Background: an optimization exercise with open tools, aiming at small area, a short achievable clock period and few clock cycles per item. Do not read the settings as production practice.
The RTL was checked by simulation tests, not by an equivalence proof against the original design.
Power figures rest on the tool's default switching activity, not on a simulated workload.

<file path="flow/config.mk">
export PLATFORM = sky130hd
export DESIGN_NAME = session_heartbeat_monitor_core
export DESIGN_NICKNAME = session_heartbeat_monitor_core
export VERILOG_FILES = /design/flow/design.v
export SDC_FILE = /design/flow/constraint.sdc
export NUM_CORES = 4
export LEC_CHECK = 0
export CAP_MARGIN = 20
export CORE_MARGIN = 2
export CORE_UTILIZATION = 60
export CTS_CLUSTER_SIZE = 30
export PLACE_DENSITY = 0.7
export SETUP_SLACK_MARGIN = 5
export SLEW_MARGIN = 20
export SYNTH_MEMORY_MAX_BITS = 8192
</file>
<file path="flow/constraint.sdc">
create_clock -name core_clock -period 10.0 [get_ports {clk}]
set_input_delay 2.0000 -clock core_clock [delete_from_list [all_inputs] [get_ports {clk}]]
set_output_delay 2.0000 -clock core_clock [all_outputs]
set_load 0.01 [all_outputs]
</file>
<file path="flow/design.v">
`default_nettype none
module shm_gp_tree #(
  parameter int N = 32
) (
  input  wire logic [N-1:0] g,
  input  wire logic [N-1:0] p,
  output      logic         go
);
  logic [2*N-2:0] gg, pp;
  assign gg[N-1:0] = g;
  assign pp[N-1:0] = p;
  for (genvar j = 0; j < N-1; j++) begin : g_node
    assign gg[N+j] = gg[2*j+1] | (pp[2*j+1] & gg[2*j]);
    assign pp[N+j] = pp[2*j+1] & pp[2*j];
  end
  assign go = gg[2*N-2];
endmodule
module shm_fire (
  input  wire logic [31:0] now,
  input  wire logic [31:0] nnow,
  input  wire logic [31:0] seen,
  input  wire logic [31:0] ivl,
  output      logic        fire
);
  logic [31:0] ns, nk, g1, p1, g2, p2;
  logic        c, c1;
  assign ns = (seen ^ ivl) ^ nnow;
  assign nk = (nnow & seen) | (nnow & ivl) | (seen & ivl);
  assign g1 = {~(ns[31:1] | nk[30:0]), ~ns[0]};
  assign p1 = {~(ns[31:1] & nk[30:0]), 1'b0};
  assign g2 = {~(nnow[31:1] | seen[31:1]), ~(nnow[0] & seen[0])};
  assign p2 = {~(nnow[31:1] & seen[31:1]), 1'b0};
  shm_gp_tree #(.N(32)) u_t1 (.g(g1), .p(p1), .go(c));
  shm_gp_tree #(.N(32)) u_t2 (.g(g2), .p(p2), .go(c1));
  assign fire = c1 ? (!nk[31] && c) : (!nk[31] || c);
endmodule
`default_nettype wire
`default_nettype none
module session_heartbeat_monitor_core (
  input  wire logic              clk,
  input  wire logic              rst,
  input  wire logic              in_valid,
  output      logic              in_ready,
  input  wire logic [1:0]        kind,
  input  wire logic [5:0]        client,
  input  wire logic [31:0]       now,
  input  wire logic [31:0]       interval,
  input  wire logic              header_ok,
  input  wire logic [31:0]       test_req_id,
  input  wire logic [31:0]       seq_num,
  output      logic              out_valid,
  input  wire logic              out_ready,
  output      logic [2:0]        result_kind,
  output      logic [5:0]        slot,
  output      logic [31:0]       test_id,
  output      logic [31:0]       ref_seq,
  output      logic              last
);
  localparam int NS = 64;
  localparam logic [1:0] K_OPEN  = 2'd0;
  localparam logic [1:0] K_BEAT  = 2'd1;
  localparam logic [1:0] K_TICK  = 2'd2;
  localparam logic [1:0] K_CLOSE = 2'd3;
  localparam logic [2:0] RK_DISCONNECT = 3'd4;
  localparam logic [2:0] RK_TEST_REQ   = 3'd3;
  logic [NS-1:0] live, topen;
  logic [31:0]   seen [NS];
  logic [31:0]   ivl  [NS];
  logic          s_v;
  logic [1:0]    s_kind;
  logic [5:0]    s_client;
  logic [31:0]   s_now, s_a, s_seq;
  logic          s_hok;
  logic          r_v;
  logic [1:0]    r_kind;
  logic [5:0]    r_client;
  logic [NS-1:0] r_dec;
  logic [31:0]   r_now, r_a, r_seq;
  logic          r_hok;
  logic          e_v;
  logic [1:0]    e_kind;
  logic [5:0]    e_client;
  logic [NS-1:0] e_dec;
  logic [31:0]   e_now, e_nnow, e_a, e_seq;
  logic          e_hok;
  logic [31:0]   e_seen;    
  logic          e_ptick;   
  logic          e_go, e_take, r_take, accept;
  logic [31:0]   in_a;
  logic [NS-1:0] in_dec, s_dec_w;
  assign accept = in_valid && in_ready;
  assign e_take = !e_v || e_go;
  assign r_take = !r_v || e_take;
  assign in_a   = (kind == K_OPEN) ? interval : test_req_id;
  always_comb begin
    for (int i = 0; i < NS; i++) begin
      in_dec[i]  = (client == 6'(i));
      s_dec_w[i] = (s_client == 6'(i));
    end
  end
  always_ff @(posedge clk) begin
    if (in_ready) begin
      s_kind   <= kind;
      s_client <= client;
      s_now    <= now;
      s_a      <= in_a;
      s_seq    <= seq_num;
      s_hok    <= header_ok;
    end
    if (r_take) begin
      if (s_v) begin
        r_kind   <= s_kind;
        r_client <= s_client;
        r_dec    <= s_dec_w;
        r_now    <= s_now;
        r_a      <= s_a;
        r_seq    <= s_seq;
        r_hok    <= s_hok;
      end else begin
        r_kind   <= kind;
        r_client <= client;
        r_dec    <= in_dec;
        r_now    <= now;
        r_a      <= in_a;
        r_seq    <= seq_num;
        r_hok    <= header_ok;
      end
    end
    if (rst) begin
      s_v      <= 1'b0;
      r_v      <= 1'b0;
      in_ready <= 1'b1;
    end else begin
      if (r_take) r_v <= s_v || accept;
      if (s_v) begin
        s_v      <= !r_take;
        in_ready <= r_take;
      end else begin
        s_v      <= accept && !r_take;
        in_ready <= !(accept && !r_take);
      end
    end
  end
  logic [31:0] r_seen;
  always_comb begin
    r_seen = '0;
    for (int i = 0; i < NS; i++) begin
      r_seen = r_seen | (seen[i] & {32{r_dec[i]}});
    end
  end
  logic          is_open, is_beat, is_tick, is_close;
  logic          c_live, c_topen, c_twr, hit, tag_eq, tag_bad, reply;
  logic [NS-1:0] fire, t_wr;
  logic          seen_wr1;
  assign is_open  = (e_kind == K_OPEN);
  assign is_beat  = (e_kind == K_BEAT);
  assign is_tick  = (e_kind == K_TICK);
  assign is_close = (e_kind == K_CLOSE);
  assign c_live  = |(live & e_dec);
  assign c_topen = |(topen & e_dec);
  assign c_twr   = |(t_wr & e_dec);
  assign hit     = e_ptick && c_twr;
  assign tag_eq  = hit ? (b_now[!b_wsel] == e_a) : (e_seen == e_a);
  assign tag_bad = c_topen && !tag_eq;
  assign reply   = e_hok && !tag_bad;
  for (genvar i = 0; i < NS; i++) begin : g_fire
    logic x;
    shm_fire u_fire (.now(e_now), .nnow(e_nnow), .seen(seen[i]), .ivl(ivl[i]), .fire(x));
    assign fire[i] = live[i] && x;
  end
  localparam int QD = 4;
  logic          q_full, tick_go;
  logic [1:0]    b_busy;
  logic          b_wsel, b_rsel;
  logic [NS-1:0] b_pend [2];
  logic [NS-1:0] b_disc [2];
  logic [31:0]   b_now  [2];
  always_comb begin
    e_go = 1'b0;
    if (e_v) begin
      unique case (e_kind)
        K_BEAT:  e_go = !c_live || !q_full;
        K_TICK:  e_go = !q_full && !b_busy[b_wsel];
        default: e_go = 1'b1;
      endcase
    end
  end
  logic          beat_res;
  logic [NS-1:0] we_seen, we_ivl;
  assign beat_res = e_go && is_beat && c_live;
  assign seen_wr1 = e_go && (is_open || (is_beat && c_live && reply));
  always_comb begin
    for (int i = 0; i < NS; i++) begin
      we_seen[i] = (seen_wr1 && e_dec[i]) || (e_go && is_tick && fire[i] && !topen[i]);
      we_ivl[i]  = e_go && is_open && e_dec[i];
    end
  end
  always_ff @(posedge clk) begin
    for (int i = 0; i < NS; i++) begin
      if (we_seen[i]) seen[i] <= e_now;
      if (we_ivl[i])  ivl[i]  <= e_a;
    end
  end
  always_ff @(posedge clk) begin
    if (e_take) begin
      e_kind   <= r_kind;
      e_client <= r_client;
      e_dec    <= r_dec;
      e_now    <= r_now;
      e_nnow   <= ~r_now;
      e_a      <= r_a;
      e_seq    <= r_seq;
      e_hok    <= r_hok;
      e_seen   <= r_seen;
      e_ptick  <= e_go && is_tick;
    end
    if (rst) begin
      e_v <= 1'b0;
    end else if (e_take) begin
      e_v <= r_v;
    end
  end
  always_ff @(posedge clk) begin
    if (rst) begin
      live  <= '0;
      topen <= '0;
    end else if (e_go) begin
      if (is_tick) begin
        live  <= live & ~(fire & topen);
        topen <= topen ^ fire;
      end else begin
        for (int i = 0; i < NS; i++) begin
          if (e_dec[i]) begin
            if (is_open) begin
              live[i]  <= 1'b1;
              topen[i] <= 1'b0;
            end else if (is_close) begin
              live[i]  <= 1'b0;
              topen[i] <= 1'b0;
            end else if (is_beat && c_live && reply) begin
              topen[i] <= 1'b0;
            end
          end
        end
      end
    end
  end
  logic [1:0]  q_wp, q_rp;
  logic [2:0]  q_cnt;
  logic        q_isb  [QD];
  logic [1:0]  q_kind [QD];
  logic [5:0]  q_slot [QD];
  logic [31:0] q_ref  [QD];
  logic [1:0]  n_kind;
  logic [31:0] n_ref;
  logic        q_push, q_pop, q_nempty;
  assign tick_go  = e_go && is_tick;
  assign q_push   = beat_res || tick_go;
  assign q_full   = (q_cnt == 3'(QD));
  assign q_nempty = (q_cnt != 3'd0);
  assign n_kind   = !e_hok ? 2'd1 : (tag_bad ? 2'd2 : 2'd0);
  assign n_ref    = reply ? 32'd0 : e_seq;
  logic          h_isb, o_free, o_load, h_bempty, b_release;
  logic [NS-1:0] hp, hd, h_low, h_rest;
  logic [31:0]   h_now;
  logic [5:0]    h_slot;
  logic          h_isdisc, h_last;
  assign h_isb = q_isb[q_rp];
  assign hp    = b_rsel ? b_pend[1] : b_pend[0];
  assign hd    = b_rsel ? b_disc[1] : b_disc[0];
  assign h_now = b_rsel ? b_now[1]  : b_now[0];
  always_comb begin
    logic seen1;
    seen1 = 1'b0;
    for (int i = 0; i < NS; i++) begin
      h_low[i] = hp[i] && !seen1;
      seen1    = seen1 || hp[i];
    end
    h_rest = hp & ~h_low;
    h_slot = '0;
    for (int i = 0; i < NS; i++) begin
      if (h_low[i]) h_slot = h_slot | 6'(i);
    end
    h_isdisc = |(hd & h_low);
    h_last   = !(|h_rest);
    h_bempty = !(|hp);
  end
  assign o_free    = !out_valid || out_ready;
  assign o_load    = o_free && q_nempty && !(h_isb && h_bempty);
  assign b_release = q_nempty && h_isb && (h_bempty || (o_free && h_last));
  assign q_pop     = (o_load && !h_isb) || b_release;
  always_ff @(posedge clk) begin
    if (rst) begin
      q_wp   <= 2'd0;
      q_rp   <= 2'd0;
      q_cnt  <= 3'd0;
      b_busy <= 2'b00;
      b_wsel <= 1'b0;
      b_rsel <= 1'b0;
      b_pend[0] <= '0;
      b_pend[1] <= '0;
    end else begin
      if (q_push) q_wp <= q_wp + 2'd1;
      if (q_pop)  q_rp <= q_rp + 2'd1;
      q_cnt <= q_cnt + 3'(q_push) - 3'(q_pop);
      if (tick_go) begin
        b_wsel         <= !b_wsel;
        b_busy[b_wsel] <= 1'b1;
        b_pend[b_wsel] <= fire;
      end
      if (b_release) begin
        b_rsel         <= !b_rsel;
        b_busy[b_rsel] <= 1'b0;
      end
      if (o_load && h_isb) begin
        b_pend[b_rsel] <= h_rest;
      end
    end
    if (tick_go) begin
      b_disc[b_wsel] <= fire & topen;
      b_now[b_wsel]  <= e_now;
      t_wr           <= fire & ~topen;
    end
    if (q_push) begin
      q_isb[q_wp]  <= is_tick;
      q_kind[q_wp] <= n_kind;
      q_slot[q_wp] <= e_client;
      q_ref[q_wp]  <= n_ref;
    end
  end
  always_ff @(posedge clk) begin
    if (rst) begin
      out_valid <= 1'b0;
    end else if (o_free) begin
      out_valid <= o_load;
    end
    if (o_load) begin
      if (h_isb) begin
        result_kind <= h_isdisc ? RK_DISCONNECT : RK_TEST_REQ;
        slot        <= h_slot;
        test_id     <= h_isdisc ? 32'd0 : h_now;
        ref_seq     <= 32'd0;
        last        <= h_last;
      end else begin
        result_kind <= {1'b0, q_kind[q_rp]};
        slot        <= q_slot[q_rp];
        test_id     <= 32'd0;
        ref_seq     <= q_ref[q_rp];
        last        <= 1'b1;
      end
    end
  end
endmodule
`default_nettype wire
</file>
<file path="flow/run.sh">
#!/bin/bash
# synth_recipe.tcl (not shown) runs the flow's synth.tcl, then flattens the netlist and writes it again
# the make line also repeats each setting of config.mk as NAME=value (left out here)
make -C /OpenROAD-flow-scripts/flow DESIGN_CONFIG=/design/flow/config.mk WORK_HOME=/design/flow/orfs CLKGATE_MAP_FILE= SYNTH_SCRIPT=/design/flow/synth_recipe.tcl finish
</file>
==> impl_metrics.prom <==
# TYPE chip_impl_metric gauge
chip_impl_info{name="run_status",value="did not finish"} 1
chip_impl_info{name="failing_step",value="global routing"} 1
chip_impl_info{name="error_message",value="[ERROR GRT-0116] Global routing finished with congestion. Check the congestion regions in the DRC Viewer."} 1
chip_impl_metric{name="synth.avg_cell_area",unit="um2"} 12.3
chip_impl_info{name="dominantRegCellSynth",value="edfxtp_1"} 1
chip_impl_metric{name="yosys_register_bits",unit=""} 5372
chip_impl_metric{name="cts_hold_repair.buffers",unit=""} 0
chip_impl_metric{name="gp_weighted_congestion",unit=""} 1.22
chip_impl_metric{name="dp_cells",unit=""} 31405
chip_impl_metric{name="clock-sinks",unit=""} 5372
chip_impl_metric{name="yosys_warnings",unit=""} 5
chip_impl_metric{name="floorplan.rows",unit=""} 260
chip_impl_metric{name="portBuffers",unit=""} 216
chip_impl_metric{name="grt_use_total",unit=""} 0.810
chip_impl_metric{name="synth_nets",unit=""} 26896
chip_impl_metric{name="clock_tree.htree_level_count",unit=""} 6
chip_impl_metric{name="grt_first_pass_wirelength",unit="um"} 2740000
chip_impl_metric{name="io_pins",unit=""} 217
chip_impl_info{name="clock_root_buffer_master",value="clkbuf_16"} 1
chip_impl_metric{name="starting_density_of_the_core",unit=""} 0.602
chip_impl_metric{name="die_width",unit="um"} 713
chip_impl_metric{name="cts_inserted_buffers",unit=""} 592
chip_impl_metric{name="syn_inst",unit=""} 24567
chip_impl_metric{name="placement_stage_cell_area",unit="um2"} 318000
chip_impl_metric{name="detailedPlacementHpwl",unit="um"} 1270000
chip_impl_metric{name="die_h",unit="um"} 713
chip_impl_metric{name="seq_area_frac_synth",unit=""} 0.530
chip_impl_metric{name="detailedPlace.worstSlack",unit="ns"} 2.09
chip_impl_metric{name="grt_pass1_vias",unit=""} 292818
chip_impl_metric{name="globalRoute.totalOverflow",unit=""} 2999
chip_impl_metric{name="syn-cell-area",unit="um2"} 302000
chip_impl_metric{name="synth-edff-count",unit=""} 5226
chip_impl_metric{name="grt_max_degree",unit=""} 127
chip_impl_metric{name="yosys.cell_types.count",unit=""} 99
chip_impl_metric{name="max-clock-path-buffers",unit=""} 4
chip_impl_metric{name="synth-async-reset-ratio",unit=""} 0
-- how the worst max path moves through the flow --
stage / to / slack, ns
2_1_floorplan: seen[11][0]$_DFFE_PP_ / 2.19
3_5_place_dp: seen[44][23]$_DFFE_PP_ / 2.09
4_1_cts: live[46]$_SDFFE_PP0P_ / 4.13
3_3_place_gp: seen[47][5]$_DFFE_PP_ / 1.97
-- synthesized netlist by cell type, drive strengths merged, types with 214 or more instances --
cell type / count / area share
a21oi: 1039 / 0.017
a221oi: 774 / 0.022
a22o: 599 / 0.017
a22oi: 436 / 0.011
a31oi: 382 / 0.0079
buf: 214 / 0.0029
clkbuf: 672 / 0.0084
edfxtp: 5226 / 0.52
fa: 2049 / 0.14
inv: 4259 / 0.053
maj3: 844 / 0.028
nand2: 954 / 0.012
nand3: 227 / 0.0038
nor2: 1178 / 0.015
nor2b: 221 / 0.0046
nor3: 268 / 0.0044
o21ai: 958 / 0.016
o221ai: 214 / 0.0062
o22ai: 766 / 0.016
o31ai: 226 / 0.0056
-- repair_timing --
| action | in CTS |
|---|---|
| pin swaps | 747 |
| endpoints found under the setup margin | 5241 |
| setup buffers | 840 |
| resized for setup | 2965 |
| cloned | 246 |
-- power by group through the flow --
stage | logic (mW) | registers, mW | clock network (mW)
after floorplan | 4.45 | 26.5 | 0
after detailed placement | 9.36 | 26.4 | 0
after global placement | 9.14 | 26.4 | 0
after CTS | 11.2 | 25.9 | 22.5
-- kinds of logic after synthesis --
logic type | count (synthesis) | share of synthesized area
adders and majority gates | 3032 | 0.170
xor gates and xnor gates | 6 | 0.000174
and+or+nand+nor | 3723 | 0.0584
DFF | 5372 | 0.530
buffers and inverters | 5155 | 0.0643
muxes | 376 | 0.0149
AOI/OAI and AO/OA | 6903 | 0.163
-- per-layer routing --
metal  global-route usage  GRT overflow
met4                0.756           938
met3                0.710           194
met2                0.909          1663
met1                0.835           195
met5                0.555             9
Testbench counts, summed over its fixed seeds: cycles 5,315, events 5,184.
